What follows belongs to an exercise in optimizing a design on an open flow for small area, a short achievable clock period and few clock cycles per item; a production flow would make more cautious choices.

==> flow/design.v <==
`default_nettype none
package kuart_pkg;
    localparam int unsigned DEFAULT_TABLE_DEPTH = 16;
    localparam int unsigned MAX_OUT             = 16;
    localparam logic [31:0] USER_LIMIT          = 32'h8000_0000;
    localparam logic [31:0] PAGE_MASK           = 32'hFFFF_F000;
    localparam logic [31:0] EXEMPT_RESET        = 32'h02B4_0020;
    localparam logic [1:0] KIND_FAULT   = 2'd0;
    localparam logic [1:0] KIND_RELEASE = 2'd1;
    localparam logic [1:0] KIND_HOLDER  = 2'd2;
    localparam logic [1:0] KIND_NONE    = 2'd3;
    localparam logic REG_TARGET = 1'b0;
    localparam logic REG_EXEMPT = 1'b1;
    localparam int unsigned S_TDATA_W = 136;
    localparam int unsigned M_TDATA_W = 40;
endpackage
`default_nettype wire
`default_nettype none
module kernel_user_access_record_table_unit #(
    parameter int unsigned TABLE_DEPTH = kuart_pkg::DEFAULT_TABLE_DEPTH
) (
    input  wire logic                   aclk,
    input  wire logic                   aresetn,
    input  wire logic                   s_tvalid,
    output logic                        s_tready,
    input  wire logic [kuart_pkg::S_TDATA_W-1:0] s_tdata,
    input  wire logic [1:0]             s_tuser,
    output logic                        m_tvalid,
    input  wire logic                   m_tready,
    output logic [kuart_pkg::M_TDATA_W-1:0] m_tdata,
    output logic                        m_tlast,
    input  wire logic                   cfg_we,
    input  wire logic                   cfg_index,
    input  wire logic [31:0]            cfg_data
);
    localparam int unsigned N = TABLE_DEPTH;
    logic [31:0] target_reg, exempt_reg;
    logic [N-1:0] valid_reg, pend_reg;
    logic         pend_any;   
    logic [31:0] ent_ctx [N];
    logic [31:0] ent_thr [N];
    logic [30:0] ent_adr [N];
    logic [31:0] ent_pc  [N];
    logic [N-1:0] ent_thr0;
    logic        q_valid;
    logic        q_fault, q_viol, q_rd, q_thr0;
    logic [31:0] q_ctx, q_thr, q_pc;
    logic [30:0] q_adr;
    logic [N-1:0] q_vd, q_vr, q_vh;
    localparam int unsigned BW = 37;
    logic [BW-1:0] out_reg, sk_reg;
    logic          sk_valid;
    function automatic logic [N-1:0] lowest(input logic [N-1:0] v);
        logic seen;
        seen = 1'b0;
        for (int k = 0; k < N; k++) begin
            lowest[k] = v[k] && !seen;
            seen = seen || v[k];
        end
    endfunction
    logic [31:0] i_ctx, i_thr, i_adr, i_pc;
    logic i_user, i_prot, i_wr, i_ac, i_ptew, i_pass;
    logic i_fault, i_rel, i_hold, i_rd, i_relok, i_lowpg;
    logic [1:0] i_rpl;
    assign i_ctx  = s_tdata[31:0];
    assign i_thr  = s_tdata[63:32];
    assign i_adr  = s_tdata[95:64];
    assign i_pc   = s_tdata[127:96];
    assign i_user = s_tdata[128];
    assign i_prot = s_tdata[129];
    assign i_wr   = s_tdata[130];
    assign i_rpl  = s_tdata[132:131];
    assign i_ac   = s_tdata[133];
    assign i_ptew = s_tdata[134];
    assign i_pass = (i_ctx == target_reg) && !i_adr[31] && i_prot &&
                    !(i_wr && !i_ptew) && !i_user && (i_rpl != 2'd3) && !i_ac;
    assign i_fault = (s_tuser == kuart_pkg::KIND_FAULT);
    assign i_rel   = (s_tuser == kuart_pkg::KIND_RELEASE);
    assign i_hold  = (s_tuser == kuart_pkg::KIND_HOLDER);
    assign i_rd    = i_pass && !i_wr;
    assign i_relok = (i_ctx != exempt_reg);
    assign i_lowpg = !i_adr[31];
    logic [N-1:0] free_v, free_1h;
    assign free_v  = ~valid_reg & ~pend_reg;
    assign free_1h = lowest(free_v);
    logic f_dbl, f_rel, f_hold;
    always_comb begin
        logic pg_eq, adr_eq, pc_eq, ctx_eq, thr_eq;
        pg_eq  = (q_adr[30:12] == i_adr[30:12]);
        adr_eq = pg_eq && (q_adr[11:0] == i_adr[11:0]);
        pc_eq  = (q_pc == i_pc);
        ctx_eq = (q_ctx == i_ctx);
        thr_eq = (q_thr == i_thr);
        f_dbl  = adr_eq && !pc_eq;
        f_rel  = (ctx_eq && thr_eq) || q_thr0;
        f_hold = thr_eq && pg_eq;
    end
    logic [N-1:0] c_dbl, c_rel, c_hold;
    for (genvar i = 0; i < N; i++) begin : g_cmp
        logic adr_eq, pg_eq, pc_eq, ctx_eq, thr_eq;
        assign pg_eq  = (ent_adr[i][30:12] == i_adr[30:12]);
        assign adr_eq = pg_eq && (ent_adr[i][11:0] == i_adr[11:0]);
        assign pc_eq  = (ent_pc[i] == i_pc);
        assign ctx_eq = (ent_ctx[i] == i_ctx);
        assign thr_eq = (ent_thr[i] == i_thr);
        assign c_dbl[i]  = free_1h[i] ? f_dbl  : (adr_eq && !pc_eq);
        assign c_rel[i]  = free_1h[i] ? f_rel  : ((ctx_eq && thr_eq) || ent_thr0[i]);
        assign c_hold[i] = free_1h[i] ? f_hold : (thr_eq && pg_eq);
    end
    logic [N-1:0] rel_v, hold_1h, sel_v, sel_1h, sel_rest;
    logic dbl_any, free_any, rec;
    logic go, emit_p, beat_en, out_free, take;
    assign dbl_any  = |(q_vd & valid_reg);
    assign free_any = |free_v;
    assign rec      = q_fault && q_rd && !dbl_any && free_any;
    assign rel_v    = q_vr & valid_reg;
    assign hold_1h  = lowest(q_vh & valid_reg);
    assign go       = q_valid && !pend_any && !sk_valid;
    assign emit_p   = pend_any && !sk_valid;
    assign beat_en  = go || emit_p;
    assign s_tready = !q_valid || go;
    assign take     = s_tvalid && s_tready;
    assign out_free = !m_tvalid || m_tready;
    assign sel_v    = pend_any ? pend_reg : (rel_v | hold_1h);
    assign sel_1h   = pend_any ? lowest(pend_reg) : (lowest(rel_v) | hold_1h);
    assign sel_rest = sel_v & ~sel_1h;
    logic [30:0] sel_adr;
    always_comb begin
        sel_adr = '0;
        for (int i = 0; i < N; i++)
            if (sel_1h[i]) sel_adr = sel_adr | ent_adr[i];
    end
    logic [BW-1:0] beat;
    assign beat = {sel_adr,
                   |sel_v,                            
                   !pend_any && (|hold_1h),           
                   !pend_any && rec,                  
                   !pend_any && dbl_any,              
                   !pend_any && q_fault && q_viol,    
                   !(|sel_rest)};                     
    assign m_tdata = {3'd0, 1'b0, out_reg[BW-1:1]};
    assign m_tlast = out_reg[0];
    always_ff @(posedge aclk) begin
        if (!aresetn) begin
            target_reg <= 32'd0;
            exempt_reg <= kuart_pkg::EXEMPT_RESET;
            valid_reg  <= '0;
            pend_reg   <= '0;
            pend_any   <= 1'b0;
            q_valid    <= 1'b0;
            sk_valid   <= 1'b0;
            m_tvalid   <= 1'b0;
        end else begin
            if (cfg_we) begin
                if (cfg_index == kuart_pkg::REG_TARGET) target_reg <= cfg_data;
                else                                    exempt_reg <= cfg_data;
            end
            if (take)    q_valid <= (s_tuser != kuart_pkg::KIND_NONE);
            else if (go) q_valid <= 1'b0;
            if (go) valid_reg <= (valid_reg | (rec ? free_1h : '0)) & ~rel_v & ~hold_1h;
            if (beat_en) begin
                pend_reg <= sel_rest;
                pend_any <= |sel_rest;
            end
            if (beat_en)       m_tvalid <= 1'b1;
            else if (out_free) m_tvalid <= sk_valid;
            if (beat_en)       sk_valid <= !out_free;
            else if (out_free) sk_valid <= 1'b0;
        end
    end
    always_ff @(posedge aclk) begin
        if (out_free && (beat_en || sk_valid)) out_reg <= sk_valid ? sk_reg : beat;
        if (beat_en && !out_free) sk_reg <= beat;
    end
    always_ff @(posedge aclk) begin
        if (take) begin
            q_fault <= i_fault;
            q_viol  <= i_pass;
            q_rd    <= i_rd;
            q_thr0  <= (i_thr == 32'd0);
            q_ctx   <= i_ctx;
            q_thr   <= i_thr;
            q_adr   <= i_adr[30:0];
            q_pc    <= i_pc;
            q_vd    <= (i_fault && i_rd) ? c_dbl : '0;
            q_vr    <= (i_rel && i_relok) ? c_rel : '0;
            q_vh    <= (i_hold && i_lowpg) ? c_hold : '0;
        end
    end
    always_ff @(posedge aclk) begin
        for (int i = 0; i < N; i++) begin
            if (free_1h[i]) begin
                ent_ctx[i]  <= q_ctx;
                ent_thr[i]  <= q_thr;
                ent_adr[i]  <= q_adr;
                ent_pc[i]   <= q_pc;
                ent_thr0[i] <= q_thr0;
            end
        end
    end
endmodule
`default_nettype wire
export LEC_CHECK = 0
export CAP_MARGIN = 20
export CORE_MARGIN = 2
export CORE_UTILIZATION = 40
export SETUP_SLACK_MARGIN = 3.2
export SLEW_MARGIN = 20
create_clock -name core_clock -period 6.0 [get_ports {aclk}]
run.sh (not shown) runs the stock make flow with config.mk's settings and CLKGATE_MAP_FILE= SYNTH_SCRIPT=/design/flow/synth_recipe.tcl, a recipe that flattens the netlist after the stock synthesis.
Rerun with:
--- a/flow/design.v
+++ b/flow/design.v
@@ -47,8 +47,8 @@
     logic [31:0] q_ctx, q_thr, q_pc;
     logic [30:0] q_adr;
-    logic [N-1:0] q_vd, q_vr, q_vh;
+    logic        q_rel, q_hold;
+    logic [N-1:0] q_v;    
     localparam int unsigned BW = 37;
-    logic [BW-1:0] out_reg, sk_reg;
-    logic          sk_valid;
+    logic [BW-1:0] out_reg;
     function automatic logic [N-1:0] lowest(input logic [N-1:0] v);
         logic seen;
@@ -110,16 +110,17 @@
     logic [N-1:0] rel_v, hold_1h, sel_v, sel_1h, sel_rest;
     logic dbl_any, free_any, rec;
-    logic go, emit_p, beat_en, out_free, take;
-    assign dbl_any  = |(q_vd & valid_reg);
+    logic [N-1:0] hit_v;
+    logic go, emit_p, out_free, take;
+    assign hit_v    = q_v & valid_reg;
+    assign dbl_any  = q_fault && (|hit_v);
     assign free_any = |free_v;
-    assign rec      = q_fault && q_rd && !dbl_any && free_any;
-    assign rel_v    = q_vr & valid_reg;
-    assign hold_1h  = lowest(q_vh & valid_reg);
-    assign go       = q_valid && !pend_any && !sk_valid;
-    assign emit_p   = pend_any && !sk_valid;
-    assign beat_en  = go || emit_p;
+    assign rec      = q_fault && q_rd && !(|hit_v) && free_any;
+    assign rel_v    = q_rel ? hit_v : '0;
+    assign hold_1h  = q_hold ? lowest(hit_v) : '0;
+    assign out_free = !m_tvalid || m_tready;
+    assign go       = q_valid && !pend_any && out_free;
+    assign emit_p   = pend_any && out_free;
     assign s_tready = !q_valid || go;
     assign take     = s_tvalid && s_tready;
-    assign out_free = !m_tvalid || m_tready;
     assign sel_v    = pend_any ? pend_reg : (rel_v | hold_1h);
     assign sel_1h   = pend_any ? lowest(pend_reg) : (lowest(rel_v) | hold_1h);
@@ -149,5 +150,4 @@
             pend_any   <= 1'b0;
             q_valid    <= 1'b0;
-            sk_valid   <= 1'b0;
             m_tvalid   <= 1'b0;
         end else begin
@@ -159,17 +159,14 @@
             else if (go) q_valid <= 1'b0;
             if (go) valid_reg <= (valid_reg | (rec ? free_1h : '0)) & ~rel_v & ~hold_1h;
-            if (beat_en) begin
+            if (go || emit_p) begin
                 pend_reg <= sel_rest;
                 pend_any <= |sel_rest;
             end
-            if (beat_en)       m_tvalid <= 1'b1;
-            else if (out_free) m_tvalid <= sk_valid;
-            if (beat_en)       sk_valid <= !out_free;
-            else if (out_free) sk_valid <= 1'b0;
-        end
-    end
-    always_ff @(posedge aclk) begin
-        if (out_free && (beat_en || sk_valid)) out_reg <= sk_valid ? sk_reg : beat;
-        if (beat_en && !out_free) sk_reg <= beat;
+            if (go || emit_p)  m_tvalid <= 1'b1;
+            else if (m_tready) m_tvalid <= 1'b0;
+        end
+    end
+    always_ff @(posedge aclk) begin
+        if (go || emit_p) out_reg <= beat;
     end
     always_ff @(posedge aclk) begin
@@ -183,7 +180,9 @@
             q_adr   <= i_adr[30:0];
             q_pc    <= i_pc;
-            q_vd    <= (i_fault && i_rd) ? c_dbl : '0;
-            q_vr    <= (i_rel && i_relok) ? c_rel : '0;
-            q_vh    <= (i_hold && i_lowpg) ? c_hold : '0;
+            q_rel   <= i_rel;
+            q_hold  <= i_hold;
+            q_v     <= (i_fault && i_rd)    ? c_dbl  :
+                       (i_rel && i_relok)   ? c_rel  :
+                       (i_hold && i_lowpg)  ? c_hold : '0;
         end
     end
Effect:
- setup slack is worse by 0.14 ns
- final area goes down by 6.4%
- area after synthesis went down by 5.5%
- critical path depth fell by 3
- non-clock buffer count went down by 42
No functional check of the RTL was part of any run of this note.

[port drivers added, routing unchanged]
No port has a modelled driver above. Below, the same layouts with a new extraction and two added sets of constraints.
Step 1 (the two cells are an assumption about what drives the block):
set clk [get_ports {aclk}]
set_driving_cell -lib_cell sky130_fd_sc_hd__clkbuf_16 $clk
set_driving_cell -lib_cell sky130_fd_sc_hd__buf_2 [delete_from_list [all_inputs] $clk]
Step 2, shift: input delay + t, output delay - t, t = (earliest + latest rising clock arrival at the registers) / 2. This alone moves slack from input paths to output paths.
Slacks: ideal ports / drivers / drivers and shift; pairs: ideal ports / drivers.
run	t, ns	setup slack, ns	worst slew at a driven data input, ns
the first run	1.032	2.923 / 2.923 / 2.040	0.12
the second run	0.978	2.778 / 2.735 / 2.182	0.21
After both steps every run listed still meets setup and hold. For the first run, which loses most, drivers alone change the setup slack by 0.000 ns; drivers and shift together by -0.883 ns.
